From an optimization exercise on the open Yosys and OpenROAD flow, aimed at small area and a short achievable clock period; shortcuts taken in it are not production practice. RTL that was checked went through simulation tests only; none was proved equivalent to the original. No functional check of the RTL was part of runs 1 to 5. Power and IR drop assume default switching activity.

### flow/config.mk
export PLATFORM = sky130hd
export DESIGN_NAME = life
export DESIGN_NICKNAME = life
export VERILOG_FILES = /design/flow/design.v
export SDC_FILE = /design/flow/constraint.sdc
export NUM_CORES = 4
export LEC_CHECK = 0
export CAP_MARGIN = 40
export CORE_MARGIN = 2
export CORE_UTILIZATION = 60
export PLACE_DENSITY = 0.75
export SETUP_SLACK_MARGIN = 5
export SLEW_MARGIN = 40
### flow/constraint.sdc
create_clock -name core_clock -period 9.0 [get_ports {clk}]
set_input_delay 1.8000 -clock core_clock [delete_from_list [all_inputs] [get_ports {clk}]]
set_output_delay 1.8000 -clock core_clock [all_outputs]
set_load 0.01 [all_outputs]
### flow/design.v
package life_pkg;
    localparam int unsigned KEY_W = 3;
    typedef enum logic [KEY_W-1:0] {
        KEY_NONE  = 3'd0,
        KEY_UP    = 3'd1,
        KEY_DOWN  = 3'd2,
        KEY_LEFT  = 3'd3,
        KEY_RIGHT = 3'd4,
        KEY_FLIP  = 3'd5,
        KEY_NEXT  = 3'd6,
        KEY_RUN   = 3'd7
    } key_e;
    function automatic logic [15:0] life_row(input logic [15:0] a, input logic [15:0] m,
                                             input logic [15:0] b);
        logic [15:0] v0, v1, p0, p1;
        logic        s0, c0, x, y, A, B, C, D;
        for (int j = 0; j < 16; j++) begin
            p0[j] = a[j] ^ b[j];
            p1[j] = a[j] & b[j];
            v0[j] = p0[j] ^ m[j];
            v1[j] = p1[j] | (p0[j] & m[j]);
        end
        for (int j = 0; j < 16; j++) begin
            A = v0[(j + 15) % 16]; B = v0[(j + 1) % 16]; C = p0[j];
            s0 = A ^ B ^ C;
            c0 = (A & B) | (A & C) | (B & C);
            x = v1[(j + 15) % 16]; y = v1[(j + 1) % 16]; D = p1[j];
            life_row[j] = (s0 | m[j]) & ((c0 ^ x ^ y ^ D) & !((c0 | x) & (y | D)) & !(c0 & x) & !(y & D));
        end
    endfunction
endpackage
module life_data (
    input  logic        clk,
    input  logic        reset,
    input  logic        swap,
    input  logic        flip_en,
    input  logic [3:0]  flip_d,    
    input  logic [3:0]  flip_x,
    output logic [15:0] disp_row   
);
    logic [15:0][15:0] brd;   
    logic [14:0][15:0] nxt;   
    logic [15:0]       new_row;
    logic [15:0]       col_sel;
    assign new_row  = life_pkg::life_row(brd[15], brd[0], brd[1]);
    assign col_sel  = flip_en ? (16'b1 << flip_x) : 16'b0;
    assign disp_row = brd[0] ^ ((flip_d == 4'd0) ? col_sel : 16'b0);
    always_ff @(posedge clk or negedge reset) begin
        if (!reset) begin
            brd <= '0;
        end else begin
            for (int i = 0; i < 16; i++) begin
                if (swap) begin
                    brd[i] <= (i == 15) ? new_row : nxt[i % 15];
                end else begin
                    brd[i] <= brd[(i + 1) % 16]
                            ^ ((flip_d == 4'((i + 1) % 16)) ? col_sel : 16'b0);
                end
            end
        end
    end
    always_ff @(posedge clk) begin
        nxt[14] <= new_row;
        for (int i = 0; i < 14; i++) begin
            nxt[i] <= nxt[i + 1];
        end
    end
endmodule
module life #(
    parameter int unsigned X         = 16,
    parameter int unsigned Y         = 16,
    parameter int unsigned LOG2X     = 4,
    parameter int unsigned LOG2Y     = 4,
    parameter int unsigned HIGH_BITS = 10
) (
    input  logic             clk,
    input  logic             reset,
    input  logic [life_pkg::KEY_W-1:0] keys,
    output logic [Y-1:0]     row,
    output logic [X-1:0]     col
);
    life_pkg::key_e       key_c;
    life_pkg::key_e       key_q;      
    logic                 sweep;      
    logic                 swap;       
    logic [7:0]           k;          
    logic [LOG2X-1:0]     cx;         
    logic [LOG2Y-1:0]     cd;         
    logic                 run_mode;
    logic [HIGH_BITS-1:0] prescaler;
    logic                 scan_on;    
    logic             idle_c;
    logic             start_c;
    logic             edit_c;
    logic [X-1:0]     disp_row;
    assign key_c   = life_pkg::key_e'(keys);
    assign idle_c  = !sweep && !swap;
    assign start_c = idle_c && ((key_c == life_pkg::KEY_NEXT) || (run_mode && (&prescaler)));
    assign edit_c  = idle_c && (key_c != life_pkg::KEY_NEXT) && (key_c != life_pkg::KEY_RUN);
    always_ff @(posedge clk or negedge reset) begin
        if (!reset) begin
            sweep <= 1'b0;
            swap  <= 1'b0;
        end else begin
            swap  <= sweep && (&k);
            sweep <= start_c || (sweep && !(&k));
        end
    end
    always_ff @(posedge clk) begin
        k <= sweep ? k + 1'b1 : 8'd0;
    end
    always_ff @(posedge clk or negedge reset) begin
        if (!reset) begin
            key_q <= life_pkg::KEY_NONE;
            cx    <= '0;
            cd    <= '0;
        end else begin
            key_q <= edit_c ? key_c : life_pkg::KEY_NONE;
            cd    <= cd - 1'b1;
            case (key_q)
                life_pkg::KEY_UP:    cd <= cd - 2'd2;
                life_pkg::KEY_DOWN:  cd <= cd;
                life_pkg::KEY_LEFT:  cx <= cx - 1'b1;
                life_pkg::KEY_RIGHT: cx <= cx + 1'b1;
                default: ;
            endcase
        end
    end
    always_ff @(posedge clk or negedge reset) begin
        if (!reset) begin
            prescaler <= '0;
            run_mode  <= 1'b0;
        end else begin
            prescaler <= prescaler + 1'b1;
            if (key_c == life_pkg::KEY_RUN) begin
                run_mode <= ~run_mode;
            end
        end
    end
    always_ff @(posedge clk or negedge reset) begin
        if (!reset) begin
            scan_on <= 1'b0;
            row     <= '0;
            col     <= '0;
        end else begin
            scan_on <= 1'b1;
            row     <= {row[Y-2:0], row[Y-1] | !scan_on};
            col     <= disp_row;
        end
    end
    life_data l_data (
        .clk      (clk),
        .reset    (reset),
        .swap     (swap),
        .flip_en  (key_q == life_pkg::KEY_FLIP),
        .flip_d   (cd),
        .flip_x   (cx),
        .disp_row (disp_row)
    );
endmodule
### flow/run.sh
#!/bin/bash
# synth_recipe.tcl (not shown) runs the flow's synth.tcl, then flattens the netlist and writes it again
# the make line also repeats each setting of config.mk as NAME=value (left out here)
make -C /OpenROAD-flow-scripts/flow DESIGN_CONFIG=/design/flow/config.mk WORK_HOME=/design/flow/orfs CLKGATE_MAP_FILE= SYNTH_SCRIPT=/design/flow/synth_recipe.tcl finish
==> impl_results.md, run 1 <==
* Hpwl dp at 30,700 µm
* Slew Viols, Final at 0
* Worst EP arrival at 1.53 ns
* Placed cells at 2,588
* FF+latch count, synth at 561
* Layout cells sized above 1 at 6.75%
* Min-delay worst type: reg -> reg
* Clock sinks at 561
* Cell Chain, Critical Path: clkdlybuf4s50_1
* Mapped Nets at 2,256
* RSZ-0062 raised after global routing: false
* Slowest stage delay, CP at 0.56 ns
* Multiplexer share of the synthesized area at 0.870%
* RePlAce Congestion at 0.849
* Endpoints failing setup at 0
* Drt wl/cell at 18.6 µm
* Top delay family on crit path: buffers and inverters
* Hold_sp: l_data.nxt[35]
* Via-to-Cell Ratio at 5.57
* Critical Path RT at 7.20 ns
* Peak supply drop at 0.000175 V
* Power per standard cell area at 220 nW/µm²
* Commonest cells in the netlist: 313 x dfrtp_1, 266 x nand2_1, 248 x dfxtp_1
* DRC at 0
* Routed vias at 15.0k
* Syn_area_per_cell at 10.5 µm²
* Buf/Inv on CP at 1
* Synth Cell Area at 22,700 µm²
* Starting density of the core at 60.6%
* Fraction of registers with async set/reset at 55.8%
* Crit Path Max Fanout at 1
* Rel. slew slack at 46.3%
* ANT cells at 0
* Fmax at 300 MHz
* Routed WL at 49,900 µm
* Vias in the first global route at 15.3k
* I/O Pins at 37
* Hold path depth at 0
* Finished Cell Area at 25,200 µm²
* Largest family of logic cells by synthesized area: simple AND/OR/NAND/NOR gates
* Sequential element share of the synthesized area at 56.3%
* Distinct cells, synth at 60
* Largest net degree at the start of global routing at 245
* Tmin final at 3.33 ns
* Fraction of the mapped netlist area in adder cells at 5.53%
* Cell taking the most area after synthesis: dfrtp_1
* First DRT Iteration DRCs at 987
* Top-count cell post-synth: dfrtp_1
* Routed Antenna Nets at 0
* Nets at 2,228
* Post-Synth Simple-Gate Area at 14.4%
* DR pass1 iterations at 7
* Worst Hold End: l_data.nxt[19]
* Hold Slack at 0.344 ns
* Ys Warns at 2
* Tcrit/Tclk final at 37.0%
* Clock skew at 0.0243 ns
* Clk latency of the worst-skew pair at 0.61 ns
* CTS tree: yes
* Hold_buf cts at 0
* Rows at 71
* Reg2reg end: l_data.brd[249]
* Slowest CP cell: clkdlybuf4s50_1
* Reg2reg setup slack at 5.74 ns
* Xor/xnor share of the synthesized area at 11.5%
* Worst r2r src: l_data.brd[8]
* P_leak at 0.0104 µW
* Hold Vio Cnt, Final at 0
* Final Power at 5550 µW
* GR Util All Layers at 26.3%
* Slew @ Worst Pin at 0.806 ns
* Number of fill cells at 2,816
* Core area at 37,500 µm²
* GR Overflow Total at 0
* # Post-CTS Setup Buffers at 0
* Full die area at 39,400 µm²
* Max Cap Violations at 0
* Clk buf depth at 3
* R2R depth at 10
* Placed cell areas at 23,400 µm²
* Cells after Synth at 2,162
* Clock Tree Root: clkbuf_16
* Global-route wire length before repair at 80,900 µm
* Reg clk slew, reported paths at 0.06 ns
* Area contributors post-synth: dfrtp_1 34%, dfxtp_1 22%, xnor2_1 6.5%
* Die height at 199 µm
* IO buf count at 36
* Count of non-filler cells in the finished layout at 2,688
* Status: finished clean
* Setup CP Type: reg -> out
* Post_cts resized at 0
* Initial antenna violation count at 0
* Synth top area share at 34.5%
* Ys flop type: dfrtp_1
* Die X-Extent at 199 µm
* Complex-gate fraction of the synthesized area at 7.09%
* Post-synth EDFFs at 0
* Layout Area Growth over Synthesis at 10.8%
* CP Launch Type: register
* Post-route setup TNS at 0 ns
* TritonCTS Buffers at 53
* Crit end category: output pin
* H-tree levels at 2
worst max path at each step:
stage / start / to / cells past startpoint
after floorplan: l_data.brd[13] / l_data.brd[252] / 10
after global placement: swap / l_data.brd[251] / 3
after detailed placement: reset / l_data.brd[176] / 2
after CTS: col[2] / col[2] / 1
after global routing: l_data.brd[8] / l_data.brd[249] / 10
final: col[2] / col[2] / 1
state kept, by name (all words and copies together), names as in the netlist:
name	cells
scan_on	1
swap	1
sweep	1
prescaler	10
run_mode	1
key_q	3
row	16
col	16
k	8
l_data.nxt	240
cd	4
l_data.brd	256
cx	4
placed cells by master (no fill, tap or decap), drive strengths merged, types with 5 or more instances in the layout:
master           n
nor3           132
a311oi           6
nand2          266
nand3b          24
nand4b           8
buf             22
or4b             7
xnor2          169
nand3          147
clkdlybuf4s50   35
a22o             5
and3b            9
dfxtp          248
xor2           126
dfrtp          313
inv             96
fa              19
ha              70
mux2            14
nor3b            8
a221oi           5
o21ai          245
and3             9
nor2            26
clkbuf          87
clkinv           8
a21oi           16
per-layer routing:
layer | share of wire [%] | global-route usage [%] | vias up
met3 | 4.4 | 3.78 | 116
li1 | - | - | 7086
met4 | 4.1 | 11.8 | 0
met5 | 0 | 0 | -
met1 | 43 | 34.6 | 7400
met2 | 48 | 43.7 | 363
final cells by class:
class                   count  area (µm²)  share of cell area, %
inverters                  96         360                   1.43
clock inverters            12         119                  0.472
multi-input cells        1364        9010                   35.8
clock buffers              86        1620                   6.45
repair buffers             58         618                   2.46
well taps                 511         639                   2.54
flip-flops and latches    561       12800                   50.9
metrics by stage:
stage	utilization, %	setup WS [ns]
after floorplan	-	6.18
after detailed placement	62.3	5.71
after global routing	67.1	5.51
after CTS	67.0	5.63
final	67.1	5.67
after global placement	62.3	5.53
cell families after synthesis:
group / count (synthesis)
xor+xnor: 296
buf+inv: 237
flops: 561
other cells: 1
mux: 18
simple gates: 661
fa+ha+maj: 89
compound gates: 299
where the power goes:
group	total [µW]	switching [µW]	internal (µW)	leakage (µW)
logic	665	472	193	0.00333
registers	2660	105	2560	0.00626
clock network	2220	930	1290	0.000853
total	5550	1510	4040	0.0104
==> run 2, diff against run 1 <==
--- a/flow/config.mk
+++ b/flow/config.mk
@@ -9,4 +9,3 @@
 export CORE_MARGIN = 2
-export CORE_UTILIZATION = 60
-export PLACE_DENSITY = 0.75
+export CORE_UTILIZATION = 40
 export SETUP_SLACK_MARGIN = 5
==> impl_results.md, run 2 <==
* Rows at 87 (was 71)
* RePlAce Congestion at 0.854 (was 0.849)
* Routed Antenna Nets at 0 (unchanged)
* Layout Area Growth over Synthesis at 13.4% (was 10.8%)
* Nets at 2,232 (was 2,228)
* FF+latch count, synth at 561 (unchanged)
* Post-route setup TNS at 0 ns (unchanged)
* Via-to-Cell Ratio at 5.00 (was 5.57)
* Slowest CP cell: clkdlybuf4s50_1 (unchanged)
* Clock skew at 0.0614 ns (was 0.0243 ns)
* Synth top area share at 34.5% (unchanged)
* Clk buf depth at 3 (unchanged)
* # Post-CTS Setup Buffers at 0 (unchanged)
* Count of non-filler cells in the finished layout at 2,941 (was 2,688)
* Largest net degree at the start of global routing at 143 (was 245)
* Tmin final at 3.35 ns (was 3.33 ns)
* RSZ-0062 raised after global routing: false (unchanged)
* Placed cells at 2,833 (was 2,588)
* Post-layout util at 45.8% (was 67.1%)
* Fmax at 299 MHz (was 300 MHz)
* GR Util All Layers at 17.2% (was 26.3%)
* Routed vias at 14.7k (was 15.0k)
* Mapped Nets at 2,256 (unchanged)
* Area contributors post-synth: dfrtp_1 34%, dfxtp_1 22%, xnor2_1 6.5% (unchanged)
* Fraction of registers with async set/reset at 55.8% (unchanged)
* DR pass1 iterations at 5 (was 7)
* Top Registers: l_data.brd (256), l_data.nxt (240) (unchanged)
* Hold Slack at 0.338 ns (was 0.344 ns)
* Die X-Extent at 242 µm (was 199 µm)
* Layout cells sized above 1 at 7.46% (was 6.75%)
* Min-delay worst type: reg -> reg (unchanged)
* Commonest cells after routing, fill and taps aside: 311 x dfrtp_1, 266 x nand2_1, 248 x dfxtp_1, 231 x o21ai_0, 169 x xnor2_1 (was 312 x dfrtp_1, 266 x nand2_1, 248 x dfxtp_1, 231 x o21ai_0, 169 x xnor2_1)
* Status: finished clean (unchanged)
* Peak supply drop at 0.000169 V (was 0.000175 V)
* Tcrit/Tclk final at 37.2% (was 37.0%)
* Ys Warns at 2 (unchanged)
* First DRT Iteration DRCs at 1,047 (was 987)
* Slowest stage delay, CP at 0.55 ns (was 0.56 ns)
* Starting density of the core at 40.4% (was 60.6%)
* Crit end category: output pin (unchanged)
* Critical Path RT at 7.20 ns (about the same)
* Slew @ Worst Pin at 0.797 ns (was 0.806 ns)
* Core area at 56,300 µm² (was 37,500 µm²)
* Most common cell after layout, fill and taps aside: dfrtp_1 (unchanged)
* Register area at 12,800 µm² (about the same)
* Setup CP Type: reg -> out (unchanged)
* Post_cts resized at 0 (unchanged)
* Commonest cells in the netlist: 313 x dfrtp_1, 266 x nand2_1, 248 x dfxtp_1 (unchanged)
* Initial antenna violation count at 0 (unchanged)
* Cell Chain, Critical Path: clkdlybuf4s50_1 (unchanged)
* CP Launch Type: register (unchanged)
* Clock sinks at 561 (unchanged)
* WL met2 at 22,400 µm (was 24,200 µm)
* Top-count cell post-synth: dfrtp_1 (unchanged)
* Drt wl/cell at 17.0 µm (was 18.6 µm)
* DRC at 0 (unchanged)
* Top delay family on crit path: buffers and inverters (unchanged)
* Number of fill cells at 5,201 (was 2,816)
* Reg clk slew, reported paths at 0.06 ns (about the same)
* Rel. slew slack at 46.9% (was 46.3%)
* CTS tree: yes (unchanged)
* Most flop-heavy register: l_data.brd (unchanged)
* H-tree levels at 2 (unchanged)
* Hpwl dp at 31,000 µm (was 30,700 µm)
* Max reg flops at 256 (unchanged)
* Die height at 242 µm (was 199 µm)
* Routed WL at 49,900 µm (about the same)
* Endpoints failing setup at 0 (unchanged)
* Vias in the first global route at 14.5k (was 15.3k)
* IO buf count at 36 (unchanged)
* Hold Vio Cnt, Final at 0 (unchanged)
* Sequential element share of the synthesized area at 56.3% (unchanged)
* Clock Tree Root: clkbuf_16 (unchanged)
* Hold_buf cts at 0 (unchanged)
* Cells after Synth at 2,162 (unchanged)
* Full die area at 58,700 µm² (was 39,400 µm²)
* Synth Cell Area at 22,700 µm² (unchanged)
* Worst EP arrival at 1.55 ns (was 1.53 ns)
* Distinct cells, synth at 60 (unchanged)
* P_leak at 0.0106 µW (was 0.0104 µW)
* Area of the multi-input gates at 9010 µm² (unchanged)
* Met3 wire len at 2140 µm (was 2180 µm)
* GR Overflow Total at 0 (unchanged)
* Post-synth EDFFs at 0 (unchanged)
* TritonCTS Buffers at 57 (was 53)
* Final Power at 5860 µW (was 5550 µW)
* Global-route wire length before repair at 82,100 µm (was 80,900 µm)
* Ys flop type: dfrtp_1 (unchanged)
* Syn_area_per_cell at 10.5 µm² (unchanged)
* Max Cap Violations at 0 (unchanged)
* Clk latency of the worst-skew pair at 0.63 ns (was 0.61 ns)
* ANT cells at 0 (unchanged)
* Buf/Inv on CP at 1 (unchanged)
* Cell taking the most area after synthesis: dfrtp_1 (unchanged)
* Power per standard cell area at 227 nW/µm² (was 220 nW/µm²)
* Metal-1 WL at 24,200 µm (was 21,500 µm)
* I/O Pins at 37 (unchanged)
* Crit Path Max Fanout at 2 (was 1)
* DR top layer: met4 (unchanged)
* Slew Viols, Final at 0 (unchanged)
==> run 2: cell count changes in the layout (fill, tap and decap cells not counted), sizes merged <==
cell    previous run  this run
clkinv             8        15
bufinv             2         8
clkbuf            87        81
inv               96        97
==> run 2: path summary, 6_finish.rpt <==
kind | start | to | slack, ns | depth (start not counted)
max in group asynchronous | reset | l_data.brd[146] | 6.54 | 3
max | row[1] | row[1] | 5.65 | 1
min | l_data.nxt[76] | l_data.nxt[60] | 0.34 | 0
max reg2reg | l_data.brd[6] | l_data.brd[247] | 5.86 | 10
min in group asynchronous | reset | l_data.brd[103] | 1.12 | 1
min reg2reg | l_data.nxt[76] | l_data.nxt[60] | 0.34 | 0
==> run 2: power breakdown <==
group	switching, µW	total [µW]	internal [µW]	leakage, µW
Combinational	477	670	193	0.00333
Clock	1010	2520	1510	0.000997
Sequential	107	2670	2560	0.00625
==> run 2: stage by stage <==
stage,worst slack (ns),cell area [µm²]
2_1_floorplan,6.18,22700
3_5_place_dp,5.67,23700
4_1_cts,5.60,25700
6_report,5.65,25700
5_1_grt,5.59,25700
3_3_place_gp,5.56,23600
==> run 2: layer usage <==
metal	track usage, %	up-vias
met4	4.87	0
met3	2.81	62
met5	0	-
li1	-	7102
met2	26.4	252
met1	25.1	7278
==> run 2: layout make-up <==
type	count	area share, %
timing repair buffer	58	2.33
clock buffer	80	6.38
tap	756	3.67
inverter	96	1.40
clock inverter	26	1.50
multi-input combinational	1364	35.0
sequential	561	49.7
==> run 2: logic make-up (layout without fill, tap and decap cells) <==
group / count (synthesis) / after routing / synth area share, %
AO/OA/AOI/OAI: 299 / 299 / 7.09
XOR/XNOR: 296 / 296 / 11.5
adder cells (fa/ha/maj): 89 / 89 / 5.53
buffers and inverters: 237 / 260 / 4.26
flip-flops: 561 / 561 / 56.3
multiplexers: 18 / 18 / 0.870
other: 1 / 1 / 0.0165
AND/OR/NAND/NOR: 661 / 661 / 14.4
==> run 3, diff against run 2 <==
--- a/flow/config.mk
+++ b/flow/config.mk
@@ -10,2 +10,4 @@
 export CORE_UTILIZATION = 40
+export CTS_CLUSTER_DIAMETER = 100
+export CTS_CLUSTER_SIZE = 30
 export SETUP_SLACK_MARGIN = 5
==> impl_results.md, run 3 <==
* Largest family of logic cells by synthesized area: simple AND/OR/NAND/NOR gates (unchanged)
* Hold Vio Cnt, Final at 0 (unchanged)
* Peak supply drop at 0.000119 V (was 0.000169 V)
* Clock Tree Root: clkbuf_16 (unchanged)
* Ys Warns at 2 (unchanged)
* Slowest stage delay, CP at 0.56 ns (was 0.55 ns)
* DRC at 0 (unchanged)
* Rows at 87 (unchanged)
* Hpwl dp at 31,000 µm (unchanged)
* Clk latency of the worst-skew pair at 0.59 ns (was 0.63 ns)
* Ys flop type: dfrtp_1 (unchanged)
* Post-layout util at 43.4% (was 45.8%)
* Most flop-heavy register: l_data.brd (unchanged)
* Die height at 242 µm (unchanged)
* I/O Pins at 37 (unchanged)
* Mapped Nets at 2,256 (unchanged)
* Multiplexer share of the synthesized area at 0.870% (unchanged)
* FF+latch count, synth at 561 (unchanged)
* Layout cells sized above 1 at 4.48% (was 7.46%)
* Global-route wire length before repair at 80,200 µm (was 82,100 µm)
* Post_cts resized at 0 (unchanged)
* Critical Path RT at 7.20 ns (about the same)
* Xor/xnor share of the synthesized area at 11.5% (unchanged)
* TritonCTS Buffers at 23 (was 57)
* Post-route setup TNS at 0 ns (unchanged)
* DR pass1 iterations at 5 (unchanged)
* CTS tree: yes (unchanged)
* Finished Cell Area at 24,400 µm² (was 25,700 µm²)
* Cells after Synth at 2,162 (unchanged)
* Rel. slew slack at 47.7% (was 46.9%)
* Hold Slack at 0.336 ns (was 0.338 ns)
* # Post-CTS Setup Buffers at 0 (unchanged)
* Via-to-Cell Ratio at 5.00 (about the same)
* Clock sinks at 561 (unchanged)
* Clock skew at 0.0473 ns (was 0.0614 ns)
* Slew Viols, Final at 0 (unchanged)
* Top Registers: l_data.brd (256), l_data.nxt (240) (unchanged)
* Fraction of registers with async set/reset at 55.8% (unchanged)
* Clk buf depth at 3 (unchanged)
* Slowest CP cell: clkdlybuf4s50_1 (unchanged)
* H-tree levels at 1 (was 2)
* Power per standard cell area at 189 nW/µm² (was 227 nW/µm²)
* Distinct cells, synth at 60 (unchanged)
* Tcrit/Tclk final at 37.0% (was 37.2%)
* Slew @ Worst Pin at 0.785 ns (was 0.797 ns)
* Placed cells at 2,833 (unchanged)
* Area of the multi-input gates at 9010 µm² (unchanged)
* Setup CP Type: reg -> out (unchanged)
* Core area at 56,300 µm² (unchanged)
* Crit Path Max Fanout at 2 (unchanged)
* IO buf count at 36 (unchanged)
* CP Launch Point: row[1] (unchanged)
* Drt wl/cell at 16.9 µm (was 17.0 µm)
* Post-synth EDFFs at 0 (unchanged)
* Sequential element share of the synthesized area at 56.3% (unchanged)
* Starting density of the core at 40.4% (unchanged)
* Top delay family on crit path: buffers and inverters (unchanged)
* RePlAce Congestion at 0.854 (unchanged)
* Routed WL at 48,700 µm (was 49,900 µm)
* Number of fill cells at 5,346 (was 5,201)
* Count of non-filler cells in the finished layout at 2,879 (was 2,941)
* Die X-Extent at 242 µm (unchanged)
* Cell Chain, Critical Path: clkdlybuf4s50_1 (unchanged)
* Complex-gate fraction of the synthesized area at 7.09% (unchanged)
* Register area at 12,800 µm² (unchanged)
* Routed Antenna Nets at 0 (unchanged)
* Synth top area share at 34.5% (unchanged)
* GR Util All Layers at 16.7% (was 17.2%)
* Commonest cells after routing, fill and taps aside: 311 x dfrtp_1, 266 x nand2_1, 248 x dfxtp_1, 231 x o21ai_0, 169 x xnor2_1 (unchanged)
* Crit end category: output pin (unchanged)
* Fraction of the mapped netlist area in adder cells at 5.53% (unchanged)
* RSZ-0062 raised after global routing: false (unchanged)
* Largest net degree at the start of global routing at 143 (unchanged)
* Full die area at 58,700 µm² (unchanged)
* Buf/Inv on CP at 1 (unchanged)
* Vias in the first global route at 14.2k (was 14.5k)
* Status: finished clean (unchanged)
* Worst EP arrival at 1.53 ns (was 1.55 ns)
* Min-delay worst type: reg -> reg (unchanged)
* Most common cell after layout, fill and taps aside: dfrtp_1 (unchanged)
* CP Launch Type: register (unchanged)
* Placed cell areas at 23,700 µm² (unchanged)
* Routed vias at 14.4k (was 14.7k)
* Commonest cells in the netlist: 313 x dfrtp_1, 266 x nand2_1, 248 x dfxtp_1 (unchanged)
* Endpoints failing setup at 0 (unchanged)
* Layout Area Growth over Synthesis at 7.47% (was 13.4%)
* Area contributors post-synth: dfrtp_1 34%, dfxtp_1 22%, xnor2_1 6.5% (unchanged)
* Worst r2r src: l_data.brd[10] (was l_data.brd[6])
* Reg clk slew, reported paths at 0.12 ns (was 0.06 ns)
* Tmin final at 3.33 ns (was 3.35 ns)
* Post-Synth Simple-Gate Area at 14.4% (unchanged)
* Cell taking the most area after synthesis: dfrtp_1 (unchanged)
* Fmax at 300 MHz (was 299 MHz)
* Top-count cell post-synth: dfrtp_1 (unchanged)
* Initial antenna violation count at 1 (was 0)
* GR Overflow Total at 0 (unchanged)
* First DRT Iteration DRCs at 1,183 (was 1,047)
* Hold_buf cts at 0 (unchanged)
* Nets at 2,198 (was 2,232)
* Syn_area_per_cell at 10.5 µm² (unchanged)
* Max reg flops at 256 (unchanged)
* Synth Cell Area at 22,700 µm² (unchanged)
* P_leak at 0.00991 µW (was 0.0106 µW)
* Max Cap Violations at 0 (unchanged)
* Hold_sp: l_data.nxt[72] (was l_data.nxt[76])
-- run 3: cell counts after synthesis --
Identical to the previous run, type by type.
-- run 3: cell type report --
class                   count  area share, %
diodes                      2         0.0205
multi-input cells        1364           36.9
repair buffers             58           2.46
inverters                  96           1.48
flip-flops and latches    561           52.4
well taps                 756           3.87
clock buffers              38           2.59
clock inverters             4          0.241
-- run 3: logic make-up after synthesis --
group	after synthesis
AO/OA/AOI/OAI	299
XOR/XNOR	296
adder cells (fa/ha/maj)	89
buffers and inverters	237
flip-flops	561
multiplexers	18
other	1
AND/OR/NAND/NOR	661
-- run 3: per-stage QoR --
stage | setup slack, ns | total power [µW]
final | 5.67 | 4620
after global routing | 5.61 | 4830
after CTS | 5.64 | 4660
after detailed placement | 5.67 | 3380
after global placement | 5.56 | 3370
after floorplan | 6.18 | 3110
-- run 3: routing by layer --
layer  GRT usage [%]  up-vias  wire [µm]
li1                -     7000          -
met1            25.0     7124      24000
met2            25.9      211      21900
met3            2.05       46       1890
met4            3.65        0        874
met5               0        -          0
-- run 3: path summary, 6_finish.rpt --
kind                                        end  slack, ns  cells after the start
worst min register to register   l_data.nxt[56]       0.34                      0
min in group asynchronous       l_data.brd[103]       1.07                      1
worst max-delay path                     row[1]       5.67                      1
max in group asynchronous       l_data.brd[146]       6.56                      3
worst max register to register  l_data.brd[249]       5.86                     10
worst min-delay path             l_data.nxt[56]       0.34                      0
-- run 3: where the power goes --
group	internal (µW)	switching, µW
combinational	193	474
clock	503	784
sequential	2560	106
total	3250	1360
-- run 3: worst register-to-register path, delay by kind of cell (launching register included) --
family | cells | cell delay [ns]
AOI/OAI and AO/OA | 2 | 0.47
adders and majority gates | 3 | 1.14
DFF | 1 | 0.40
buffers and inverters | 3 | 0.26
and+or+nand+nor | 1 | 0.61
muxes | 1 | 0.20
==> run 4, diff against run 3 <==
==> flow/flow/run.sh (new file) <==
#!/bin/bash
# Standard layout, with the port buffers a buf_2 and a tighter setup margin for repair.
set -euo pipefail
bash standard.sh SETUP_SLACK_MARGIN=6 "BUFFER_PORTS_ARGS=-buffer_cell sky130_fd_sc_hd__buf_2" finish > standard_flow.log 2>&1
==> flow/standard.sh (new file) <==
#!/bin/bash
# synth_recipe.tcl (not shown) runs the flow's synth.tcl, then flattens the netlist and writes it again
# the make line also repeats each setting of config.mk as NAME=value (left out here)
make -C /OpenROAD-flow-scripts/flow DESIGN_CONFIG=/design/flow/config.mk WORK_HOME=/design/flow/orfs CLKGATE_MAP_FILE= SYNTH_SCRIPT=/design/flow/synth_recipe.tcl "${@:-finish}"
--- a/flow/config.mk
+++ b/flow/config.mk
@@ -12,3 +12,2 @@
 export CTS_CLUSTER_SIZE = 30
-export SETUP_SLACK_MARGIN = 5
 export SLEW_MARGIN = 40
removed: flow/run.sh
==> impl_results.md, run 4 <==
* Status: finished clean (unchanged)
* Worst EP arrival at 3.55 ns (was 1.53 ns)
* First DRT Iteration DRCs at 986 (was 1,183)
* Slew Viols, Final at 0 (unchanged)
* Die height at 242 µm (unchanged)
* Hold path depth at 0 (unchanged)
* Multiplexer share of the synthesized area at 0.870% (unchanged)
* Hpwl dp at 31,000 µm (about the same)
* Largest family of logic cells by synthesized area: simple AND/OR/NAND/NOR gates (unchanged)
* I/O Pins at 37 (unchanged)
* Clk buf depth at 3 (unchanged)
* Routed vias at 14.6k (was 14.4k)
* Post-synth EDFFs at 0 (unchanged)
* DR pass1 iterations at 5 (unchanged)
* Slew @ Worst Pin at 0.854 ns (was 0.785 ns)
* Hold Vio Cnt, Final at 0 (unchanged)
* Post-route setup TNS at 0 ns (unchanged)
* Setup CP Type: reg -> reg (was reg -> out)
* Clock skew at 0.0486 ns (was 0.0473 ns)
* Top Registers: l_data.brd (256), l_data.nxt (240) (unchanged)
* Largest net degree at the start of global routing at 252 (was 143)
* Ys Warns at 2 (unchanged)
* RePlAce Congestion at 0.865 (was 0.854)
* Final setup margin at 6.00 ns (was 5.67 ns)
* Post-Synth Simple-Gate Area at 14.4% (unchanged)
* Most common cell after layout, fill and taps aside: dfrtp_1 (unchanged)
* Power per standard cell area at 188 nW/µm² (was 189 nW/µm²)
* Most flop-heavy register: l_data.brd (unchanged)
* Place WS at 5.46 ns (was 5.67 ns)
* Routed WL at 49,500 µm (was 48,700 µm)
* H-tree levels at 1 (unchanged)
* Ys flop type: dfrtp_1 (unchanged)
* Reg clk slew, reported paths at 0.12 ns (about the same)
* Mapped Nets at 2,256 (unchanged)
* Endpoints failing setup at 0 (unchanged)
* Cells after Synth at 2,162 (unchanged)
* Tcrit/Tclk final at 33.3% (was 37.0%)
* Clock sinks at 561 (unchanged)
* Fmax at 333 MHz (was 300 MHz)
* Min-delay worst type: reg -> reg (unchanged)
* Layout cells sized above 1 at 8.85% (was 4.48%)
* Clock Tree Root: clkbuf_16 (unchanged)
* Starting density of the core at 40.4% (unchanged)
* TritonCTS Buffers at 23 (unchanged)
* Nets at 2,225 (was 2,198)
* CTS tree: yes (unchanged)
* Xor/xnor share of the synthesized area at 11.5% (unchanged)
* Full die area at 58,700 µm² (unchanged)
* Crit end category: register (was output pin)
* Post-layout util at 43.7% (was 43.4%)
* Routed Antenna Nets at 0 (unchanged)
* Rel. slew slack at 43.1% (was 47.7%)
* FF+latch count, synth at 561 (unchanged)
* GR Util All Layers at 16.9% (was 16.7%)
* Tmin final at 3.00 ns (was 3.33 ns)
* Max Cap Violations at 0 (unchanged)
* R2R depth at 10 (unchanged)
* Top-count cell post-synth: dfrtp_1 (unchanged)
* Fraction of the mapped netlist area in adder cells at 5.53% (unchanged)
* Fraction of registers with async set/reset at 55.8% (unchanged)
* Rows at 87 (unchanged)
* Synth Cell Area at 22,700 µm² (unchanged)
* GR Overflow Total at 0 (unchanged)
* Vias in the first global route at 14.6k (was 14.2k)
* Die X-Extent at 242 µm (unchanged)
* Commonest cells after routing, fill and taps aside: 312 x dfrtp_1, 266 x nand2_1, 248 x dfxtp_1, 231 x o21ai_0, 169 x xnor2_1 (was 311 x dfrtp_1, 266 x nand2_1, 248 x dfxtp_1, 231 x o21ai_0, 169 x xnor2_1)
* Critical Path RT at 9.55 ns (was 7.20 ns)
* Drt wl/cell at 17.1 µm (was 16.9 µm)
* Peak supply drop at 0.000155 V (was 0.000119 V)
* Core area at 56,300 µm² (unchanged)
* Distinct cells, synth at 60 (unchanged)
* Max reg flops at 256 (unchanged)
* IO buf count at 36 (unchanged)
* Layout Area Growth over Synthesis at 8.34% (was 7.47%)
* P_leak at 0.0101 µW (was 0.00991 µW)
* DRC at 0 (unchanged)
* Crit Path Max Fanout at 3 (was 2)
* Area contributors post-synth: dfrtp_1 34%, dfxtp_1 22%, xnor2_1 6.5% (unchanged)
* Cell taking the most area after synthesis: dfrtp_1 (unchanged)
* Complex-gate fraction of the synthesized area at 7.09% (unchanged)
* Initial antenna violation count at 0 (was 1)
* Syn_area_per_cell at 10.5 µm² (unchanged)
* Hold_buf cts at 0 (unchanged)
* Global-route wire length before repair at 81,500 µm (was 80,200 µm)
* Via-to-Cell Ratio at 5.01 (was 5.00)
* Clk latency of the worst-skew pair at 0.62 ns (was 0.59 ns)
* RSZ-0062 raised after global routing: true (was false)
* Synth top area share at 34.5% (unchanged)
* Sequential element share of the synthesized area at 56.3% (unchanged)
* CP Launch Type: register (unchanged)
* Commonest cells in the netlist: 313 x dfrtp_1, 266 x nand2_1, 248 x dfxtp_1 (unchanged)
run 4: stage by stage:
step	total power (µW)	cell area [µm²]	hold slack, ns	std cells
2_1_floorplan	3110	22700	0.331	2162
3_3_place_gp	3370	23500	0.334	2834
3_5_place_dp	3380	23500	0.335	2835
4_1_cts	4680	24400	0.306	2889
5_1_grt	4830	24600	0.324	2904
6_report	4640	24600	0.313	2905
run 4: routing by layer:
layer  GRT usage (%)  part of all wire, %  vias up
met3            1.64                  3.1       47
met5               0                    0        -
li1                -                    -     7051
met4            3.58                  1.8        0
met1            25.1                   49     7264
met2            27.0                   46      195
run 4: cells by family (layout without fill, tap and decap cells):
group,after synthesis,after routing
muxes,18,18
other,1,2
DFF,561,561
buffers and inverters,237,223
AOI/OAI and AO/OA,299,299
and+or+nand+nor,661,661
xor gates and xnor gates,296,296
adders and majority gates,89,89
run 4: final cells by class:
cell class	instances	area, µm²
Tap cell	756	946
Antenna cell	1	2.50
Multi-Input combinational cell	1364	9180
Clock inverter	6	71.3
Clock buffer	36	624
Inverter	96	360
Timing Repair Buffer	85	622
Fill cell	5279	31700
Sequential cell	561	12800
run 4: repair_timing:
| item | 4_1_cts | 5_1_grt |
|---|---|---|
| endpoints found under the setup margin | 10 | 13 |
| gates cloned | 0 | 0 |
| setup buffers | 12 | 14 |
| pin swaps | 6 | 14 |
| resized for setup | 13 | 29 |
run 4: final timing paths:
kind	startpoint	endpoint	slack, ns
worst min register to register	l_data.nxt[89]	l_data.nxt[73]	0.31
worst max register to register	l_data.brd[246]	l_data.brd[247]	6.00
max in group asynchronous	reset	swap	6.40
worst min-delay path	l_data.nxt[89]	l_data.nxt[73]	0.31
worst max-delay path	l_data.brd[246]	l_data.brd[247]	6.00
min in group asynchronous	reset	l_data.brd[91]	1.07
run 4: report_power, final:
group          total (µW)  switching, µW  internal (µW)
clock                1300            799            503
combinational         699            508            191
sequential           2640           77.4           2560
run 4: critical path: stages, from the launching register on:
cell      delay [ns]
dfrtp_1         0.44
inv_1           0.07
fa_1            0.55
inv_1           0.09
ha_1            0.21
a21oi_2         0.13
inv_1           0.05
ha_1            0.30
or4b_2          0.64
a311oi_2        0.28
mux2_2          0.20
==> run 5, diff against run 4 <==
==> flow/flow/run.sh (replaced) <==
#!/bin/bash
# Standard layout, with the port buffers a buf_2 and a tighter setup margin for repair.
set -euo pipefail
bash standard.sh SETUP_SLACK_MARGIN=5 "BUFFER_PORTS_ARGS=-buffer_cell sky130_fd_sc_hd__buf_2" finish > standard_flow.log 2>&1
==> impl_results.md, run 5 <==
* Hold path depth at 0 (unchanged)
* Routed Antenna Nets at 0 (unchanged)
* Multiplexer share of the synthesized area at 0.870% (unchanged)
* Top Registers: l_data.brd (256), l_data.nxt (240) (unchanged)
* Met3 wire len at 1540 µm (was 1520 µm)
* Fmax at 311 MHz (was 333 MHz)
* # Post-CTS Setup Buffers at 0 (was 12)
* Drt wl/cell at 17.0 µm (was 17.1 µm)
* Worst r2r src: l_data.brd[27] (was l_data.brd[246])
* Rel. slew slack at 42.6% (was 43.1%)
* IO buf count at 36 (unchanged)
* Vias in the first global route at 14.5k (was 14.6k)
* GR Overflow Total at 0 (unchanged)
* Post_cts resized at 0 (was 13)
* H-tree levels at 1 (unchanged)
* Cell Chain, Critical Path: inv_1 -> fa_1 -> inv_1 -> ha_1 -> a21oi_1 -> inv_1 -> ha_1 -> or4b_2 -> a311oi_1 -> mux2_2 (was inv_1 -> fa_1 -> inv_1 -> ha_1 -> a21oi_2 -> inv_1 -> ha_1 -> or4b_2 -> a311oi_2 -> mux2_2)
* Worst Hold End: l_data.nxt[73] (unchanged)
* Count of non-filler cells in the finished layout at 2,879 (was 2,905)
* Slowest CP cell: or4b_2 (unchanged)
* Crit end category: register (unchanged)
* Clock skew at 0.0459 ns (was 0.0486 ns)
* Slew Viols, Final at 0 (unchanged)
* Post-synth EDFFs at 0 (unchanged)
* DR pass1 iterations at 5 (unchanged)
* Status: finished clean (unchanged)
* Number of fill cells at 5,324 (was 5,279)
* Critical Path RT at 9.54 ns (was 9.55 ns)
* Metal-1 WL at 24,200 µm (was 24,300 µm)
* Full die area at 58,700 µm² (unchanged)
* Hold_sp: l_data.nxt[89] (unchanged)
* Die X-Extent at 242 µm (unchanged)
* Layout cells sized above 1 at 6.22% (was 8.85%)
* GR Util All Layers at 16.8% (was 16.9%)
* Crit Path Max Fanout at 3 (unchanged)
* Sequential element share of the synthesized area at 56.3% (unchanged)
* Xor/xnor share of the synthesized area at 11.5% (unchanged)
* Most flop-heavy register: l_data.brd (unchanged)
* Reg clk slew, reported paths at 0.12 ns (about the same)
* Synth top area share at 34.5% (unchanged)
* Commonest cells in the netlist: 313 x dfrtp_1, 266 x nand2_1, 248 x dfxtp_1 (unchanged)
* Cell taking the most area after synthesis: dfrtp_1 (unchanged)
* Tmin final at 3.22 ns (was 3.00 ns)
* Fraction of the mapped netlist area in adder cells at 5.53% (unchanged)
* Post-Synth Simple-Gate Area at 14.4% (unchanged)
* Clk buf depth at 3 (unchanged)
* Power per standard cell area at 191 nW/µm² (was 188 nW/µm²)
* Top-count cell post-synth: dfrtp_1 (unchanged)
* Tcrit/Tclk final at 35.8% (was 33.3%)
* Placed cells at 2,835 (unchanged)
* Cells after Synth at 2,162 (unchanged)
* Syn_area_per_cell at 10.5 µm² (unchanged)
* DR top layer: met4 (unchanged)
* Complex-gate fraction of the synthesized area at 7.09% (unchanged)
* Hpwl dp at 31,000 µm (unchanged)
* Rows at 87 (unchanged)
* Register area at 12,800 µm² (unchanged)
* Reg2reg setup slack at 5.78 ns (was 6.00 ns)
* CTS tree: yes (unchanged)
* Endpoints failing setup at 0 (unchanged)
* Ys flop type: dfrtp_1 (unchanged)
* First DRT Iteration DRCs at 1,101 (was 986)
* P_leak at 0.00992 µW (was 0.0101 µW)
* Synth Cell Area at 22,700 µm² (unchanged)
* Clock Tree Root: clkbuf_16 (unchanged)
* Min-delay worst type: reg -> reg (unchanged)
* Area of the multi-input gates at 9010 µm² (was 9180 µm²)
* TritonCTS Buffers at 23 (unchanged)
* Via-to-Cell Ratio at 5.02 (was 5.01)
* FF+latch count, synth at 561 (unchanged)
* Peak supply drop at 0.000155 V (about the same)
* WL met2 at 22,300 µm (was 22,800 µm)
* Die height at 242 µm (unchanged)
* Worst EP arrival at 3.76 ns (was 3.55 ns)
* Area contributors post-synth: dfrtp_1 34%, dfxtp_1 22%, xnor2_1 6.5% (unchanged)
* Clock sinks at 561 (unchanged)
* Max reg flops at 256 (unchanged)
* Post-route setup TNS at 0 ns (unchanged)
* I/O Pins at 37 (unchanged)
* Routed vias at 14.4k (was 14.6k)
* Setup CP Type: reg -> reg (unchanged)
* Starting density of the core at 40.4% (unchanged)
* RSZ-0062 raised after global routing: false (was true)
* Ys Warns at 2 (unchanged)
* Most common cell after layout, fill and taps aside: dfrtp_1 (unchanged)
* Mapped Nets at 2,256 (unchanged)
* CP Launch Type: register (unchanged)
* Slowest stage delay, CP at 0.61 ns (was 0.64 ns)
* Largest family of logic cells by synthesized area: simple AND/OR/NAND/NOR gates (unchanged)
* Clk latency of the worst-skew pair at 0.61 ns (was 0.62 ns)
* Commonest cells after routing, fill and taps aside: 312 x dfrtp_1, 266 x nand2_1, 248 x dfxtp_1, 231 x o21ai_0, 169 x xnor2_1 (unchanged)
* Core area at 56,300 µm² (unchanged)
* Fraction of registers with async set/reset at 55.8% (unchanged)
* Hold_buf cts at 0 (unchanged)
* Largest net degree at the start of global routing at 252 (unchanged)
* RePlAce Congestion at 0.865 (unchanged)
* Nets at 2,199 (was 2,225)
* Max Cap Violations at 0 (unchanged)
* Distinct cells, synth at 60 (unchanged)
* Most frequent CP cell: inv_1 (unchanged)
* Hold Vio Cnt, Final at 0 (unchanged)
* Slew @ Worst Pin at 0.860 ns (was 0.854 ns)
* Initial antenna violation count at 0 (unchanged)
* Global-route wire length before repair at 81,000 µm (was 81,500 µm)
* Routed WL at 49,000 µm (was 49,500 µm)
* R2R depth at 10 (unchanged)
* Reg2reg end: l_data.brd[252] (was l_data.brd[247])
* Hold Slack at 0.317 ns (was 0.313 ns)
* Layout Area Growth over Synthesis at 6.70% (was 8.34%)
* DRC at 0 (unchanged)
[run 5: cell counts after synthesis]
Identical to the previous run, type by type.
[run 5: kinds of logic after synthesis]
kind of cell / Yosys count
buffers and inverters: 237
XOR/XNOR: 296
flip-flops: 561
adder cells (fa/ha/maj): 89
AND/OR/NAND/NOR: 661
AO/OA/AOI/OAI: 299
multiplexers: 18
other: 1
[run 5: area by class of cell]
cell class / count / area share (%)
inverters: 96 / 1.49
clock inverters: 6 / 0.294
flip-flops and latches: 561 / 52.8
clock buffers: 36 / 2.58
repair buffers: 59 / 1.74
diodes: 1 / 0.0103
multi-input cells: 1364 / 37.2
well taps: 756 / 3.90
[run 5: worst max-delay path, delay by kind of cell (launching register included)]
kind / cells / cell delay, ns
AOI/OAI and AO/OA: 2 / 0.56
adders and majority gates: 3 / 1.10
buffers and inverters: 3 / 0.25
DFF: 1 / 0.41
muxes: 1 / 0.22
and+or+nand+nor: 1 / 0.61
[run 5: worst max path at each step]
stage | to | slack, ns | start
finish | l_data.brd[252] | 5.78 | l_data.brd[27]
global route | l_data.brd[252] | 5.64 | l_data.brd[13]
CTS | l_data.brd[252] | 5.80 | l_data.brd[27]
detailed placement | swap | 5.46 | reset
global placement | swap | 5.07 | reset
floorplan | l_data.brd[252] | 6.18 | l_data.brd[13]
[run 5: per-layer routing]
metal  global-route usage (%)  vias to the layer above
met5                        0                        -
met4                     3.70                        0
met3                     1.65                       51
met2                     26.6                      194
met1                     24.9                     7188
li1                         -                     7006
[run 5: through the flow]
stage                     instance area, µm²  power, µW  setup WS [ns]  util, %
after detailed placement               23500       3380           5.46     41.8
after global routing                   24200       4830           5.64     43.1
after global placement                 23500       3370           5.07     41.7
final                                  24200       4630           5.78     43.1
after floorplan                        22700       3110           6.18        -
after CTS                              24200       4680           5.80     43.0
[run 5: power by group]
part | leakage, µW | total [µW] | internal [µW] | switching, µW
combinational | 0.00333 | 692 | 188 | 504
clock | 0.000331 | 1300 | 503 | 799
sequential | 0.00626 | 2640 | 2560 | 77.7
==> run 6, diff against run 5 <==
--- a/flow/design.v
+++ b/flow/design.v
@@ -12,18 +12,23 @@
     } key_e;
-    function automatic logic [15:0] life_row(input logic [15:0] a, input logic [15:0] m,
-                                             input logic [15:0] b);
-        logic [15:0] v0, v1, p0, p1;
-        logic        s0, c0, x, y, A, B, C, D;
-        for (int j = 0; j < 16; j++) begin
-            p0[j] = a[j] ^ b[j];
-            p1[j] = a[j] & b[j];
-            v0[j] = p0[j] ^ m[j];
-            v1[j] = p1[j] | (p0[j] & m[j]);
+    function automatic logic [1:0] life_strip(input logic [3:0] a, input logic [3:0] m,
+                                              input logic [3:0] b);
+        logic [1:0] v [4];
+        logic [1:0] p;
+        for (int j = 0; j < 4; j++) begin
+            v[j][0] = a[j] ^ m[j] ^ b[j];
+            v[j][1] = (a[j] & m[j]) | (a[j] & b[j]) | (m[j] & b[j]);
         end
-        for (int j = 0; j < 16; j++) begin
-            A = v0[(j + 15) % 16]; B = v0[(j + 1) % 16]; C = p0[j];
-            s0 = A ^ B ^ C;
-            c0 = (A & B) | (A & C) | (B & C);
-            x = v1[(j + 15) % 16]; y = v1[(j + 1) % 16]; D = p1[j];
-            life_row[j] = (s0 | m[j]) & ((c0 ^ x ^ y ^ D) & !((c0 | x) & (y | D)) & !(c0 & x) & !(y & D));
+        for (int j = 1; j < 3; j++) begin
+            p = {a[j] & b[j], a[j] ^ b[j]};
+            life_strip[j - 1] = 1'b0;
+            for (int x = 0; x < 4; x++) begin
+                for (int y = 0; y < 4; y++) begin
+                    for (int z = 0; z < 3; z++) begin
+                        if ((v[j - 1] == 2'(x)) && (v[j + 1] == 2'(y)) && (p == 2'(z))
+                            && ((x + y + z == 3) || ((x + y + z == 2) && m[j]))) begin
+                            life_strip[j - 1] = 1'b1;
+                        end
+                    end
+                end
+            end
         end
@@ -34,15 +39,39 @@
     input  logic        reset,
-    input  logic        swap,
+    input  logic        swap,       
+    input  logic        swap_q,     
+    input  logic [2:0]  pair,       
     input  logic        flip_en,
-    input  logic [3:0]  flip_d,    
+    input  logic [3:0]  flip_d,     
     input  logic [3:0]  flip_x,
-    output logic [15:0] disp_row   
+    output logic [15:0] disp_row    
 );
     logic [15:0][15:0] brd;   
-    logic [14:0][15:0] nxt;   
-    logic [15:0]       new_row;
+    logic [15:0][15:0] nxt;   
+    logic [15:0]       nxt_in;      
+    logic [3:0]        sa, sm, sb;
+    logic [1:0]        new_cells;
+    logic [1:0]        new_q;       
+    logic [2:0]        pair_q;      
     logic [15:0]       col_sel;
-    assign new_row  = life_pkg::life_row(brd[15], brd[0], brd[1]);
+    always_comb begin
+        logic [7:0] ca, cm, cb;
+        for (int j = 0; j < 4; j++) begin
+            for (int q = 0; q < 8; q++) begin
+                ca[q] = brd[15][(2 * q + j + 15) % 16];
+                cm[q] = brd[0][(2 * q + j + 15) % 16];
+                cb[q] = brd[1][(2 * q + j + 15) % 16];
+            end
+            sa[j] = ca[pair];
+            sm[j] = cm[pair];
+            sb[j] = cb[pair];
+        end
+    end
+    assign new_cells = life_pkg::life_strip(sa, sm, sb);
+    always_comb begin
+        for (int j = 0; j < 16; j++) begin
+            nxt_in[j] = (pair_q == 3'(j / 2)) ? new_q[j % 2] : nxt[15][j];
+        end
+    end
     assign col_sel  = flip_en ? (16'b1 << flip_x) : 16'b0;
-    assign disp_row = brd[0] ^ ((flip_d == 4'd0) ? col_sel : 16'b0);
+    assign disp_row = brd[15];
     always_ff @(posedge clk or negedge reset) begin
@@ -52,4 +81,4 @@
             for (int i = 0; i < 16; i++) begin
-                if (swap) begin
-                    brd[i] <= (i == 15) ? new_row : nxt[i % 15];
+                if ((i < 14 && swap) || (i == 14 && (swap || swap_q))) begin
+                    brd[i] <= (i == 14) ? nxt_in : nxt[i + 1];
                 end else begin
@@ -62,3 +91,6 @@
     always_ff @(posedge clk) begin
-        nxt[14] <= new_row;
+        new_q   <= new_cells;
+        pair_q  <= pair;
+        nxt[15] <= nxt[0];
+        nxt[14] <= nxt_in;
         for (int i = 0; i < 14; i++) begin
@@ -85,2 +117,3 @@
     logic                 swap;       
+    logic                 swap_q;     
     logic [7:0]           k;          
@@ -101,6 +134,8 @@
         if (!reset) begin
-            sweep <= 1'b0;
-            swap  <= 1'b0;
+            sweep  <= 1'b0;
+            swap   <= 1'b0;
+            swap_q <= 1'b0;
         end else begin
-            swap  <= sweep && (&k);
+            swap_q <= swap;
+            swap   <= sweep && (&k);
             sweep <= start_c || (sweep && !(&k));
@@ -143,3 +178,2 @@
             row     <= '0;
-            col     <= '0;
         end else begin
@@ -147,5 +181,5 @@
             row     <= {row[Y-2:0], row[Y-1] | !scan_on};
-            col     <= disp_row;
         end
     end
+    assign col = disp_row;
     life_data l_data (
@@ -154,2 +188,4 @@
         .swap     (swap),
+        .swap_q   (swap_q),
+        .pair     (k[6:4]),
         .flip_en  (key_q == life_pkg::KEY_FLIP),
==> flow/flow/run.sh (replaced) <==
#!/bin/bash
# Standard layout, with the port buffers a buf_2 and a tighter setup margin for repair.
set -euo pipefail
bash standard.sh SETUP_SLACK_MARGIN=6.3 "BUFFER_PORTS_ARGS=-buffer_cell sky130_fd_sc_hd__buf_2" finish > standard_flow.log 2>&1
--- a/flow/config.mk
+++ b/flow/config.mk
@@ -11,3 +11,3 @@
 export CTS_CLUSTER_DIAMETER = 100
-export CTS_CLUSTER_SIZE = 30
+export CTS_CLUSTER_SIZE = 25
 export SLEW_MARGIN = 40
==> impl_results.md, run 6 <==
* Cell Chain, Critical Path: buf_6 (was inv_1 -> fa_1 -> inv_1 -> ha_1 -> a21oi_1 -> inv_1 -> ha_1 -> or4b_2 -> a311oi_1 -> mux2_2)
* CP Launch Type: register (unchanged)
* Die height at 234 µm (was 242 µm)
* Peak supply drop at 0.000140 V (was 0.000155 V)
* Top delay family on crit path: flip-flops (was adder cells)
* Drt wl/cell at 21.9 µm (was 17.0 µm)
* Mapped Nets at 2,055 (was 2,256)
* Reg clk slew, reported paths at 0.10 ns (was 0.12 ns)
* Initial antenna violation count at 4 (was 0)
* RePlAce Congestion at 0.903 (was 0.865)
* Status: finished clean (unchanged)
* Slew Viols, Final at 0 (unchanged)
* IO buf count at 36 (unchanged)
* Top-count cell post-synth: dfrtp_1 (unchanged)
* P_leak at 0.0102 µW (was 0.00992 µW)
* Clk latency of the worst-skew pair at 0.60 ns (was 0.61 ns)
* I/O Pins at 37 (unchanged)
* CTS tree: yes (unchanged)
* Post-route setup TNS at 0 ns (unchanged)
* Layout Area Growth over Synthesis at 10.6% (was 6.70%)
* Power per standard cell area at 214 nW/µm² (was 191 nW/µm²)
* Setup CP Type: reg -> out (was reg -> reg)
* Top Registers: l_data.brd (256), l_data.nxt (256), row (16) (was l_data.brd (256), l_data.nxt (240))
* Routed vias at 15.5k (was 14.4k)
* RSZ-0062 raised after global routing: true (was false)
* Rows at 84 (was 87)
* GR Util All Layers at 21.8% (was 16.8%)
* Slew @ Worst Pin at 0.881 ns (was 0.860 ns)
* Most common cell after layout, fill and taps aside: dfrtp_1 (unchanged)
* Syn_area_per_cell at 10.4 µm² (was 10.5 µm²)
* Worst EP arrival at 1.23 ns (was 3.76 ns)
* Nets at 2,032 (was 2,199)
* Ys flop type: dfrtp_1 (unchanged)
* Rel. slew slack at 41.2% (was 42.6%)
* Slowest stage delay, CP at 0.49 ns (was 0.61 ns)
* First DRT Iteration DRCs at 1,417 (was 1,101)
* Buf/Inv on CP at 1 (was 3)
* Min-delay worst type: reg -> reg (unchanged)
* Area contributors post-synth: dfrtp_1 35%, dfxtp_1 25%, or3_1 6.7% (was dfrtp_1 34%, dfxtp_1 22%, xnor2_1 6.5%)
* DRC at 0 (unchanged)
* Clk buf depth at 3 (unchanged)
* TritonCTS Buffers at 26 (was 23)
* Core area at 52,400 µm² (was 56,300 µm²)
* Hold Slack at 0.333 ns (was 0.317 ns)
* Post-synth EDFFs at 0 (unchanged)
* Ys Warns at 4 (was 2)
* Fmax at 330 MHz (was 311 MHz)
* Die X-Extent at 234 µm (was 242 µm)
* Hold Vio Cnt, Final at 0 (unchanged)
* Clock skew at 0.0166 ns (was 0.0459 ns)
* Synth top area share at 35.2% (was 34.5%)
* Fraction of registers with async set/reset at 52.6% (was 55.8%)
* Max Cap Violations at 0 (unchanged)
* Largest net degree at the start of global routing at 127 (was 252)
* Clock Tree Root: clkbuf_16 (unchanged)
* Starting density of the core at 40.4% (about the same)
* Cells after Synth at 2,030 (was 2,162)
* H-tree levels at 1 (unchanged)
* Critical Path RT at 7.20 ns (was 9.54 ns)
* Commonest cells in the netlist: 298 x dfrtp_1, 269 x dfxtp_1, 255 x nand3_1 (was 313 x dfrtp_1, 266 x nand2_1, 248 x dfxtp_1)
* Via-to-Cell Ratio at 5.70 (was 5.02)
* Distinct cells, synth at 55 (was 60)
* Global-route wire length before repair at 90,800 µm (was 81,000 µm)
* Clock sinks at 567 (was 561)
* Routed WL at 59,400 µm (was 49,000 µm)
* ANT cells at 0 (was 1)
* Tmin final at 3.03 ns (was 3.22 ns)
* Sequential element share of the synthesized area at 60.6% (was 56.3%)
* Cell taking the most area after synthesis: dfrtp_1 (unchanged)
* Commonest cells after routing, fill and taps aside: 281 x dfrtp_1, 266 x dfxtp_1, 250 x nand3_1, 242 x nand2_1, 228 x o21ai_0 (was 312 x dfrtp_1, 266 x nand2_1, 248 x dfxtp_1, 231 x o21ai_0, 169 x xnor2_1)
* Crit end category: output pin (was register)
* Routed Antenna Nets at 0 (unchanged)
* Endpoints failing setup at 0 (unchanged)
* Vias in the first global route at 14.9k (was 14.5k)
* Synth Cell Area at 21,200 µm² (was 22,700 µm²)
* FF+latch count, synth at 567 (was 561)
* Layout cells sized above 1 at 12.0% (was 6.22%)
* Full die area at 54,900 µm² (was 58,700 µm²)
* GR Overflow Total at 0 (unchanged)
* Crit Path Max Fanout at 2 (was 3)
* Slowest CP cell: dfrtp_2 (was or4b_2)
* DR pass1 iterations at 5 (unchanged)
* Hpwl dp at 35,300 µm (was 31,000 µm)
* Tcrit/Tclk final at 33.7% (was 35.8%)
==> run 6: cell count changes after synthesis, sizes merged, moves of 16 or more <==
cell	before	now
dfxtp	248	269
mux2i	4	39
a31oi	3	21
ha	70	15
or3	4	226
xnor2	169	13
inv	95	16
clkbuf	82	101
nor3	132	5
nor2	26	52
xor2	126	25
nand3	147	260
buf	59	43
nand3b	24	3
==> run 6: stage by stage <==
step	instances	total power, µW	area [µm²]	setup WS [ns]	utilization [%]
2_1_floorplan	2030	3170	21300	6.26	-
3_3_place_gp	2631	3510	21800	5.52	41.7
3_5_place_dp	2634	3580	22100	5.74	42.1
4_1_cts	2709	5000	23300	5.95	44.4
5_1_grt	2715	5190	23500	5.94	44.7
6_report	2715	5020	23500	5.97	44.7
==> run 6: per-layer routing <==
metal,up-vias,part of all wire [%],GRT usage [%]
li1,7034,-,-
met1,7821,43,29.8
met2,479,45,34.2
met3,135,7.2,4.09
met4,0,4.3,8.62
met5,-,0,0
==> run 6: area by class of cell <==
cell class | instances | area, µm²
timing repair buffer | 93 | 913
clock inverter | 1 | 7.51
tap | 688 | 861
inverter | 16 | 60.1
clock buffer | 47 | 761
multi-input combinational | 1303 | 7980
sequential | 567 | 12900
fill | 4793 | 29000
==> run 6: final timing paths <==
kind	start	end	slack, ns	cells after the start
max	l_data.brd[254]	col[14]	5.97	1
max in group asynchronous	reset	l_data.brd[246]	6.85	2
min	l_data.nxt[3]	l_data.nxt[243]	0.33	0
min reg2reg	l_data.nxt[3]	l_data.nxt[243]	0.33	0
min in group asynchronous	reset	prescaler[0]	1.09	1
max reg2reg	l_data.brd[254]	l_data.new_q[1]	6.21	9
==> run 6: kinds of logic (layout without fill, tap and decap cells) <==
group | Yosys count | in the layout | share of synthesized area (%)
and+or+nand+nor | 852 | 852 | 20.4
muxes | 68 | 68 | 4.02
DFF | 567 | 567 | 60.6
buffers and inverters | 160 | 157 | 3.56
adders and majority gates | 20 | 20 | 1.36
AOI/OAI and AO/OA | 324 | 324 | 8.47
other | 1 | 1 | 0.0177
xor gates and xnor gates | 38 | 38 | 1.57
==> run 6: timing repair <==
action	CTS	global route
pin swaps	4	5
gates resized for setup	40	28
setup buffers	26	4
hold buffers	0	0
gates cloned	1	0
setup endpoints to repair	224	127
==> run 6: power breakdown <==
part	internal, µW	leakage (µW)	switching, µW	total, µW
clock	578	0.000362	794	1370
sequential	2580	0.00619	104	2690
combinational	272	0.00361	686	957
==> run 7, diff against run 6 <==
==> flow/flow/run.sh (replaced) <==
#!/bin/bash
# Standard layout, with the port buffers a buf_2 and a tighter setup margin for repair.
set -euo pipefail
bash standard.sh SETUP_SLACK_MARGIN=6 "BUFFER_PORTS_ARGS=-buffer_cell sky130_fd_sc_hd__buf_2" finish > standard_flow.log 2>&1
--- a/flow/config.mk
+++ b/flow/config.mk
@@ -9,3 +9,3 @@
 export CORE_MARGIN = 2
-export CORE_UTILIZATION = 40
+export CORE_UTILIZATION = 65
 export CTS_CLUSTER_DIAMETER = 100
==> impl_results.md, run 7 <==
* Hpwl dp at 35,400 µm (was 35,300 µm)
* Rows at 66 (was 84)
* TritonCTS Buffers at 26 (unchanged)
* RSZ-0062 raised after global routing: true (unchanged)
* GR Util All Layers at 34.5% (was 21.8%)
* Clock skew at 0.0298 ns (was 0.0166 ns)
* Nets at 2,015 (was 2,032)
* GR Overflow Total at 0 (unchanged)
* Slew @ Worst Pin at 0.915 ns (was 0.881 ns)
* Commonest cells in the netlist: 298 x dfrtp_1, 269 x dfxtp_1, 255 x nand3_1 (unchanged)
* Global-route wire length before repair at 88,800 µm (was 90,800 µm)
* Reg2reg setup slack at 6.15 ns (was 6.21 ns)
* Cell Chain, Critical Path: buf_6 (unchanged)
* DR pass1 iterations at 6 (was 5)
* Ys flop type: dfrtp_1 (unchanged)
* Hold Slack at 0.307 ns (was 0.333 ns)
* Cells after Synth at 2,030 (unchanged)
* CP Launch Type: register (unchanged)
* Area contributors post-synth: dfrtp_1 35%, dfxtp_1 25%, or3_1 6.7% (unchanged)
* Endpoints failing setup at 0 (unchanged)
* Slowest CP cell: dfrtp_2 (unchanged)
* R2R depth at 8 (was 9)
* Top-count cell post-synth: dfrtp_1 (unchanged)
* Vias in the first global route at 15.2k (was 14.9k)
* Reg2reg end: l_data.new_q[0] (was l_data.new_q[1])
* Fmax at 331 MHz (was 330 MHz)
* Post-route setup TNS at 0 ns (unchanged)
* Tcrit/Tclk final at 33.5% (was 33.7%)
* Clk buf depth at 3 (unchanged)
* Post-synth EDFFs at 0 (unchanged)
* Number of fill cells at 2,326 (was 4,793)
* Layout Area Growth over Synthesis at 7.52% (was 10.6%)
* Largest net degree at the start of global routing at 99 (was 127)
* Rel. slew slack at 38.8% (was 41.2%)
* I/O Pins at 37 (unchanged)
* RePlAce Congestion at 0.941 (was 0.903)
* CTS tree: yes (unchanged)
* Starting density of the core at 65.7% (was 40.4%)
* Full die area at 34,100 µm² (was 54,900 µm²)
* Hold_sp: l_data.nxt[12] (was l_data.nxt[3])
* Tmin final at 3.02 ns (was 3.03 ns)
* Worst EP arrival at 1.22 ns (was 1.23 ns)
* Peak supply drop at 0.000191 V (was 0.000140 V)
* Syn_area_per_cell at 10.4 µm² (unchanged)
* Clk latency of the worst-skew pair at 0.59 ns (was 0.60 ns)
* Distinct cells, synth at 55 (unchanged)
* DRC at 0 (unchanged)
* Top Registers: l_data.brd (256), l_data.nxt (256), row (16) (unchanged)
* Mapped Nets at 2,055 (unchanged)
* Power per standard cell area at 216 nW/µm² (was 214 nW/µm²)
* Worst Hold End: l_data.nxt[252] (was l_data.nxt[243])
* Setup CP Type: reg -> out (unchanged)
* Routed WL at 57,600 µm (was 59,400 µm)
* Sequential element share of the synthesized area at 60.6% (unchanged)
* Critical Path RT at 7.20 ns (about the same)
* Clock sinks at 567 (unchanged)
* Synth Cell Area at 21,200 µm² (unchanged)
* Status: finished clean (unchanged)
* Slowest stage delay, CP at 0.47 ns (was 0.49 ns)
* Hold Vio Cnt, Final at 0 (unchanged)
* Fraction of registers with async set/reset at 52.6% (unchanged)
* First DRT Iteration DRCs at 1,539 (was 1,417)
* Die X-Extent at 185 µm (was 234 µm)
* Layout cells sized above 1 at 10.5% (was 12.0%)
* Clock Tree Root: clkbuf_16 (unchanged)
* Hold_buf cts at 0 (unchanged)
* Routed vias at 15.6k (was 15.5k)
* Top delay family on crit path: flip-flops (unchanged)
* Commonest cells after routing, fill and taps aside: 283 x dfrtp_1, 266 x dfxtp_1, 252 x nand3_1, 242 x nand2_1, 230 x o21ai_0 (was 281 x dfrtp_1, 266 x dfxtp_1, 250 x nand3_1, 242 x nand2_1, 228 x o21ai_0)
* Drt wl/cell at 23.5 µm (was 21.9 µm)
* FF+latch count, synth at 567 (unchanged)
* Die height at 185 µm (was 234 µm)
* Buf/Inv on CP at 1 (unchanged)
* Most common cell after layout, fill and taps aside: dfrtp_1 (unchanged)
* Stages on worst setup path at 1 (unchanged)
* Initial antenna violation count at 2 (was 4)
* Slew Viols, Final at 0 (unchanged)
* Reg clk slew, reported paths at 0.10 ns (about the same)
* Register area at 12,900 µm² (about the same)
* Synth top area share at 35.2% (unchanged)
* Cell taking the most area after synthesis: dfrtp_1 (unchanged)
* Area of the multi-input gates at 7870 µm² (was 7980 µm²)
* Crit Path Max Fanout at 5 (was 2)
* Ys Warns at 4 (unchanged)
* Routed Antenna Nets at 0 (unchanged)
* IO buf count at 36 (unchanged)
* Hold path depth at 0 (unchanged)
* Crit end category: output pin (unchanged)
* Max Cap Violations at 0 (unchanged)
* Min-delay worst type: reg -> reg (unchanged)
* Worst r2r src: k[5] (was l_data.brd[254])
* H-tree levels at 1 (unchanged)
* Via-to-Cell Ratio at 6.35 (was 5.70)
* Core area at 32,300 µm² (was 52,400 µm²)
* P_leak at 0.00998 µW (was 0.0102 µW)
run 7: logic make-up (layout without fill, tap and decap cells):
group	after synthesis	in the layout	share of synthesized area (%)
other	1	3	0.0177
and+or+nand+nor	852	852	20.4
buffers and inverters	160	136	3.56
AOI/OAI and AO/OA	324	324	8.47
xor gates and xnor gates	38	38	1.57
muxes	68	68	4.02
adders and majority gates	20	20	1.36
DFF	567	567	60.6
run 7: metrics by stage:
| step | setup WS, ns | area, µm² | utilization (%) | cells | total power [µW] |
|---|---|---|---|---|---|
| floorplan | 6.03 | 21200 | - | 2030 | 3150 |
| global placement | 5.54 | 21500 | 66.5 | 2380 | 3500 |
| CTS | 5.97 | 22700 | 70.3 | 2445 | 4890 |
| global route | 5.95 | 22800 | 70.6 | 2448 | 5060 |
| finish | 5.98 | 22800 | 70.6 | 2450 | 4920 |
| detailed placement | 5.79 | 21800 | 67.4 | 2385 | 3580 |
run 7: worst max path at each step:
| stage | startpoint | end | slack (ns) |
|---|---|---|---|
| floorplan | k[5] | l_data.new_q[0] | 6.03 |
| CTS | l_data.brd[247] | col[7] | 5.97 |
| detailed placement | swap | l_data.brd[207] | 5.79 |
| global route | l_data.brd[247] | col[7] | 5.95 |
| finish | l_data.brd[247] | col[7] | 5.98 |
| global placement | k[5] | l_data.new_q[0] | 5.54 |
run 7: cell type report:
| class | count | share of cell area [%] |
|---|---|---|
| antenna | 2 | 0.0220 |
| clock inverter | 2 | 0.110 |
| tap | 442 | 2.43 |
| multi-input combinational | 1303 | 34.5 |
| inverter | 16 | 0.263 |
| clock buffer | 42 | 3.12 |
| timing repair buffer | 76 | 3.08 |
| sequential | 567 | 56.5 |
run 7: what timing repair did:
item / CTS / global route
setup endpoints to repair: 29 / 19
gates resized for setup: 29 / 7
buffers inserted: 16 / 3
hold endpoints to repair: 0 / 0
run 7: metal layers:
layer,track usage (%),up-vias,routed length (µm)
met5,0,-,0
met1,47.4,7778,24000
met4,13.8,0,2560
met2,54.9,632,26600
met3,5.89,147,4460
li1,-,7006,-
run 7: power by group:
part           internal [µW]  switching (µW)  leakage [µW]
sequential              2580             101       0.00620
combinational            237             669       0.00344
clock                    550             779      0.000351

## port drivers added, routing unchanged
No port has a modelled driver above. Below, the same layouts with a new extraction and two added sets of constraints.
Step 1 assumes that a clkbuf_16 drives the clock port and a buf_2 every other input.
Step 2 adds t to the input delays and takes it off the output delays; t is the mean of the earliest and latest rising clock arrival at the registers after step 1. Input paths then give back, and output paths get back, about the clock's delay inside the block.
Three values: ideal ports, drivers, drivers and shift; two values: the first two.
run	t, ns	setup WS [ns]	worst setup path at the end	clock arrival spread, ns	worst slew at a driven data input, ns
run 1	0.648	5.668 / 5.616 / 5.736	register to register	0.030 / 0.030	0.05
run 2	0.658	5.655 / 5.600 / 5.863	register to register	0.062 / 0.062	0.05
run 3	0.626	5.671 / 5.613 / 5.862	register to register	0.047 / 0.048	0.05
run 4	0.648	5.999 / 5.973 / 5.753	input, reset recovery	0.050 / 0.050	0.05
run 5	0.645	5.780 / 5.780 / 5.587	input, reset recovery	0.047 / 0.047	0.05
run 6	0.645	5.966 / 5.913 / 6.202	input, reset recovery	0.017 / 0.017	0.05
run 7	0.630	5.981 / 5.925 / 5.941	input, reset recovery	0.035 / 0.034	0.05
After both steps every run listed still meets setup and hold. For run 4, which loses most, drivers alone change the setup slack by -0.026 ns; drivers and shift together by -0.246 ns. The worst setup slack also covers recovery checks on asynchronous resets.
